Context: an optimization exercise on an open-source flow, tuned for small area, a short achievable clock period and few clock cycles. The choices shown serve that exercise and are no tape-out recipe. Function was checked by simulation only, so behaviour that the tests miss may differ from the original. Power and IR drop assume default switching activity.

==> run R <==
// stepper_microstep_trajectory_unit
module stepper_microstep_trajectory_unit #(
    parameter int AXES = 4
) (
    input  logic                        i_clk,
    input  logic                        i_rst_n,
    input  logic                        i_valid,
    output logic                        o_stall,
    input  logic [1:0]                  i_opcode,
    input  logic [1:0]                  i_axis,
    input  logic [30:0]                 i_target,
    output logic                        o_valid,
    input  logic                        i_stall,
    output logic [9:0]                  o_pwm_a,
    output logic [9:0]                  o_pwm_b,
    output logic [30:0]                 o_position,
    output logic signed [15:0]          o_velocity,
    input  logic                        psel,
    input  logic                        penable,
    input  logic                        pwrite,
    input  logic [smt_pkg::CFG_AW-1:0]  paddr,
    input  logic [31:0]                 pwdata,
    output logic [31:0]                 prdata,
    output logic                        pready
);
    localparam logic [30:0] HOME31 = 31'(smt_pkg::HOME_POS);
    logic [4:0] r_damp;
    logic [7:0] r_accel;
    logic [7:0] r_vlim;
    assign pready = 1'b1;
    always_ff @(posedge i_clk) begin
        if (!i_rst_n) begin
            r_damp  <= smt_pkg::DAMPING_RST;
            r_accel <= smt_pkg::ACCEL_RST;
  ...
make LEC_CHECK=0 ABC_AREA=1 CAP_MARGIN=20 CORE_MARGIN=2 CORE_UTILIZATION=40 SETUP_SLACK_MARGIN=2.0 SLEW_MARGIN=20 finish   # period 10.0 ns
run.sh (not shown) runs the stock make flow with config.mk's settings and CLKGATE_MAP_FILE= SYNTH_SCRIPT=/design/flow/synth_recipe.tcl, a recipe that flattens the netlist after the stock synthesis.
==> inputs of run P, as changes to run R <==
--- a/flow/design.v
+++ b/flow/design.v
@@ -405,22 +405,53 @@
         for (int a = 0; a < AXES; a++) begin
             r = r | (all[a*16 +: 16] & {16{sel[a]}});
         end
         pick16 = r;
     endfunction
+    logic [30:0]        r_xpos1, r_ypos2;
+    logic [15:0]        r_yvel;
     logic [30:0]        w_xpos1, w_ypos2;
     logic signed [15:0] w_yvel;
-    assign w_xpos1 = pick31(w_pos1_all, r_xsel & w_ok1);
-    assign w_ypos2 = pick31(w_pos2_all, r_ysel & w_ok2);
-    assign w_yvel  = pick16(w_vel_all, r_ysel & w_okv);
+    logic [3:0]         w_isel;
+    logic [30:0]        w_ipos1, w_xpos2rd;
+    logic [15:0]        w_xvelrd;
+    logic               w_fwd1, w_fwd2;
+    assign w_isel    = 4'b0001 << i_axis;
+    assign w_ipos1   = pick31(w_pos1_all, w_isel & w_ok1);
+    assign w_xpos2rd = pick31(w_pos2_all, r_xsel & w_ok2);
+    assign w_xvelrd  = pick16(w_vel_all, r_xsel & w_okv);
+    assign w_fwd1    = w_xgo && (r_xsel == w_isel) && (r_xop != smt_pkg::OP_NONE);
+    assign w_fwd2    = w_ygo && (r_ysel == r_xsel);
+    always_ff @(posedge i_clk) begin
+        if (w_acc) begin
+            if (w_fwd1) begin
+                r_xpos1 <= (r_xop == smt_pkg::OP_CLEAR) ? 31'd0 : w_pos1_wd;
+            end else begin
+                r_xpos1 <= w_ipos1;
+            end
+        end
+        if (w_xgo) begin
+            if (w_fwd2 && (r_yop != smt_pkg::OP_NONE)) begin
+                r_ypos2 <= (r_yop == smt_pkg::OP_CLEAR) ? 31'd0 : w_pos2_wd;
+            end else begin
+                r_ypos2 <= w_xpos2rd;
+            end
+            if (w_fwd2 && (r_yop == smt_pkg::OP_STEP || r_yop == smt_pkg::OP_CLEAR)) begin
+                r_yvel <= (r_yop == smt_pkg::OP_CLEAR) ? 16'd0 : w_v;
+            end else begin
+                r_yvel <= w_xvelrd;
+            end
+        end
+    end
+    assign w_xpos1 = r_xpos1;
+    assign w_ypos2 = r_ypos2;
+    assign w_yvel  = r_yvel;
     logic [30:0]        w_xa, w_xd;
     logic signed [31:0] w_xdl;
     logic [31:0]        w_xq, w_xam1, w_xas;
     logic               w_xgt, w_xz, w_xkp, w_xkn;
-    assign w_xa = pick31(w_pos1_all, r_xsel & w_ok1 & {4{w_idle || (r_s1 && !r_selY)}}) |
-                  pick31(w_pos2_all, r_ysel & w_ok2 & {4{r_s1 && r_selY}}) |
-                  (r_u & {31{r_s2 || r_s3}});
+    assign w_xa = (r_s2 || r_s3) ? r_u : ((r_s1 && r_selY) ? w_ypos2 : w_xpos1);
     assign w_xd = r_s3 ? r_u : (r_selY ? r_yp1 : r_xtgt);
     assign w_xdl = {1'b0, w_xd} - {1'b0, w_xa};
     assign w_xq  = w_xdl >>> r_damp;
     assign w_xgt = !w_xdl[31] && (w_xdl != 32'd0) && w_dnz;
     assign w_xz  = (w_xd == 31'd0) &&
Settings changed: CORE_UTILIZATION 40 to 55.
==> summary.txt <==
In design area, run P and run R hardly differ.
Run R went through all stages and came out clean. Run P finished clean.
In run R the routed wire length is higher than in run P, by about 8%.
Between run P and run R, the lower synthesized area is in run R (gap about 7.5%, measured against run R).
Of run R and run P, run P has the higher synthesized cell count (gap 4.7%, measured against run P).
Of run P and run R, run P has the higher clock power (gap about 20%, measured against run R).
Of run R and run P, run P has the higher register-to-register slack (gap 410 ps).
Critical path depth: run P is higher than run R (1).
Of run P and run R, run R has the higher die area (gap 22%, measured against run R).
Against run P, the cell count of run R is higher by about 3%.
Against run R, the global-route usage of run P is higher by 6.3 points.
==> figures <==
Area fraction in compound gates after synthesis: run P 17.3%; run R 15.9%
Remaining max-slew budget at the tightest pin: run P 20.3%; run R 27.9%
Placed standard-cell area: run P 46,900 sq um; run R 44,800 sq um
Power after layout: run P 18.3 mW; run R 18.0 mW
Number of enable flip-flop cells after synthesis: run P 502; run R 424
Place WS: run P 712 ps; run R 475 ps
Amount of wire on met3 after detailed routing: run P 17,900 microns; run R 15,000 microns
Cell Count Post-Placement: run P 7,115; run R 7,251
TritonCTS Buffers: run P 60; run R 52
Switching power summed over all nets: run P 9.39 mW; run R 9.09 mW
Power Dens Cells: run P 357 nW/um^2; run R 353 nW/um^2
Met1 Use GR: run P 48.4%; run R 41.5%
Worst-case register-to-register setup slack: run P 2260 ps; run R 1850 ps
Leakage dissipation: run P 23.1 nW; run R 22.7 nW
Die ar.: run P 83,500 sq um; run R 106,000 sq um
Die Y-Extent: run P 289 microns; run R 326 microns
Fraction of the core area covered by cells at the end of the flow: run P 63.5%; run R 49.5%
Number of well-tap cells placed: run P 1,060; run R 1,380
Status: run P timing/DRC/antenna clean; run R timing/DRC/antenna clean
Non-clock inverter count in the final layout: run P 976; run R 741
Initial cell density of the core: run P 55.5%; run R 40.2%
Testbench counts of run R, summed over its fixed seeds: cycles 4,120.
Testbench counts of run P, summed over its fixed seeds: cycles 4,120.

* * *

==> run a <==
RTL: one of the versions met above, not the one the previous note started from.
Design stepper_microstep_trajectory_unit, start of the top module:
module stepper_microstep_trajectory_unit #(
    parameter int AXES = 4
) (
    input  logic                        i_clk,
    input  logic                        i_rst_n,
    input  logic                        i_valid,
    output logic                        o_stall,
    input  logic [1:0]                  i_opcode,
    input  logic [1:0]                  i_axis,
    input  logic [30:0]                 i_target,
    output logic                        o_valid,
    input  logic                        i_stall,
    output logic [9:0]                  o_pwm_a,
    output logic [9:0]                  o_pwm_b,
    output logic [30:0]                 o_position,
    output logic signed [15:0]          o_velocity,
    input  logic                        psel,
    input  logic                        penable,
    input  logic                        pwrite,
    input  logic [smt_pkg::CFG_AW-1:0]  paddr,
    input  logic [31:0]                 pwdata,
    output logic [31:0]                 prdata,
    output logic                        pready
);
    localparam logic [30:0] HOME31 = 31'(smt_pkg::HOME_POS);
    logic [4:0] r_damp;
    logic [7:0] r_accel;
    logic [7:0] r_vlim;
    assign pready = 1'b1;
    always_ff @(posedge i_clk) begin
        if (!i_rst_n) begin
            r_damp  <= smt_pkg::DAMPING_RST;
            r_accel <= smt_pkg::ACCEL_RST;
            r_vlim  <= smt_pkg::VLIMIT_RST;
        end else if (psel && penable && pwrite) begin
            case (paddr[3:2])
                smt_pkg::REG_DAMPING: r_damp  <= pwdata[4:0];
                smt_pkg::REG_ACCEL:   r_accel <= pwdata[7:0];
  ...
Settings: LEC_CHECK=0, ABC_AREA=1, CAP_MARGIN=20, CORE_MARGIN=2, CORE_UTILIZATION=40, SETUP_SLACK_MARGIN=3.0, SLEW_MARGIN=20; clock period 10.0 ns.
==> inputs of run b, as changes to run a <==
--- a/flow/config.mk
+++ b/flow/config.mk
@@ -8,6 +8,7 @@
 export ABC_AREA = 1
 export CAP_MARGIN = 20
 export CORE_MARGIN = 2
-export CORE_UTILIZATION = 40
-export SETUP_SLACK_MARGIN = 3.0
+export CORE_UTILIZATION = 45
+export SETUP_SLACK_MARGIN = 2.75
 export SLEW_MARGIN = 20
+export TNS_END_PERCENT = 5
==> flow_metrics.tcl <==
set metrics [dict create \
    die_w_um 319 \
    status "finished clean" \
    use_met1_pct 48.2 \
    drtIter0Drc 5519 \
    path_clk_slew_ns 0.07 \
]
-- figures above: run b

==> flow_metrics.tcl <==
set metrics [dict create \
    status "finished clean" \
    power.density_nw_per_um2 412 \
    die_w_um 338 \
    grtUsageMet3_pct 5.45 \
    drtIter0Drc 5524 \
    seq_area_um2 15900 \
]
-- figures above: run a

Testbench counts of run a, summed over its fixed seeds: cycles 4,120.
Testbench counts of run b, summed over its fixed seeds: cycles 4,120.

* * *

==> branch harbor: inputs <==
Starting RTL as in the previous note.
make LEC_CHECK=0 ABC_AREA=1 CAP_MARGIN=20 CORE_MARGIN=2 CORE_UTILIZATION=40 SETUP_SLACK_MARGIN=2.5 SLEW_MARGIN=20 finish   # period 10.0 ns
==> branch delta (differences from branch harbor) <==
--- a/flow/config.mk
+++ b/flow/config.mk
@@ -13 +13,2 @@
 export SLEW_MARGIN = 20
+export TNS_END_PERCENT = 5
==> summary of the runs <==
In die area, branch delta and branch harbor do not differ. Between branch delta and branch harbor, the lower final cell count is in branch delta (gap 0.25%, measured against branch harbor). Combinational power: branch delta is lower than branch harbor (about 5%). Between branch delta and branch harbor, the lower setup slack is in branch delta (gap 61 ps). Between branch delta and branch harbor, the lower utilization is in branch delta (gap 0.50 points). In count of clock-buffer cells in the layout, branch harbor and branch delta do not differ. Between branch delta and branch harbor, the lower fmax is in branch delta (gap 0.83%, measured against branch harbor). Against branch delta, the global-route usage of branch harbor is higher by 0.055 points. Branch harbor completed with no timing, DRC or antenna violations. Branch delta went through all stages and came out clean. Of branch delta and branch harbor, branch harbor has the higher wire length (gap 0.25%, measured against branch harbor). In branch harbor the power is larger than in branch delta, by 3.5%. Clock power is about the same in branch harbor and branch delta.
==> figures <==
Total area of sequential cells: branch delta 15900 µm²; branch harbor 15900 µm²
Number of vias in the routed layout: branch delta 44.5k; branch harbor 44.5k
Run status: branch delta timing/DRC/antenna clean; branch harbor timing/DRC/antenna clean
Max incr delay on CP: branch delta 580 ps; branch harbor 520 ps
Worst path required time: branch delta 10440 ps; branch harbor 10420 ps
Start point of the critical path: branch delta r_selY$_SDFFE_PP0P_; branch harbor r_ypos2[4]$_DFFE_PP_
Finished layout cell area: branch delta 53500 µm²; branch harbor 54100 µm²
Slowest CP cell: branch delta sky130_fd_sc_hd__xor2_1; branch harbor sky130_fd_sc_hd__edfxtp_1
GR Layer Usage met2: branch delta 0.424; branch harbor 0.425
Layout cells sized above 1: branch delta 0.145; branch harbor 0.156
Total global-route track usage: branch delta 0.292; branch harbor 0.292
Met3 Wirelength: branch delta 18900 µm; branch harbor 19100 µm
Pwr per Cell Area: branch delta 365 nW/µm²; branch harbor 373 nW/µm²
Wire length on met1: branch delta 77900 µm; branch harbor 77800 µm
Critical Path Fanout Max: branch delta 54; branch harbor 6
Reg power frac: branch delta 0.199; branch harbor 0.192
Final Net Count: branch delta 6739; branch harbor 6758
Number of global-route vias before repair: branch delta 39.6k; branch harbor 39.6k
Total Routed Length: branch delta 178000 µm; branch harbor 178000 µm
Critical Path Sink: branch delta r_xpos1[12]$_DFFE_PP_; branch harbor u_pos2.r_word[0][0]$_DFFE_PP_
Arrival time of data at the critical path endpoint: branch delta 7880 ps; branch harbor 7790 ps
Final standard cell utilization of the core: branch delta 0.484; branch harbor 0.489
Sequential share of cell area: branch delta 0.297; branch harbor 0.294
Testbench counts of branch harbor, summed over its fixed seeds: cycles 4,120.
Testbench counts of branch delta, summed over its fixed seeds: cycles 4,120.

[separate check: timing with driven ports]
No port has a modelled driver above. Below, the same layouts with a new extraction and two added sets of constraints. Step 1: set_driving_cell puts a clkbuf_16 on i_clk and a buf_2 on each other input, an assumption about the parent block. Step 2 adds t to the input delays and takes it off the output delays; t is the mean of the earliest and latest rising clock arrival at the registers after step 1. Input paths then give back, and output paths get back, about the clock's delay inside the block. Three values: ideal, step 1, step 2; two values: the first two.
run	t (ns)	setup slack, ns	worst data-port slew with drivers (ns)
run R	0.693	1.851 / 1.851 / 1.851	0.07
run P	0.728	2.258 / 2.258 / 2.258	0.05
run a	0.746	2.778 / 2.778 / 2.778	0.04
run b	0.704	2.649 / 2.649 / 2.649	0.07
branch harbor	0.754	2.631 / 2.631 / 2.631	0.05
branch delta	0.748	2.569 / 2.569 / 2.569	0.05
After both steps every run listed still meets setup and hold.
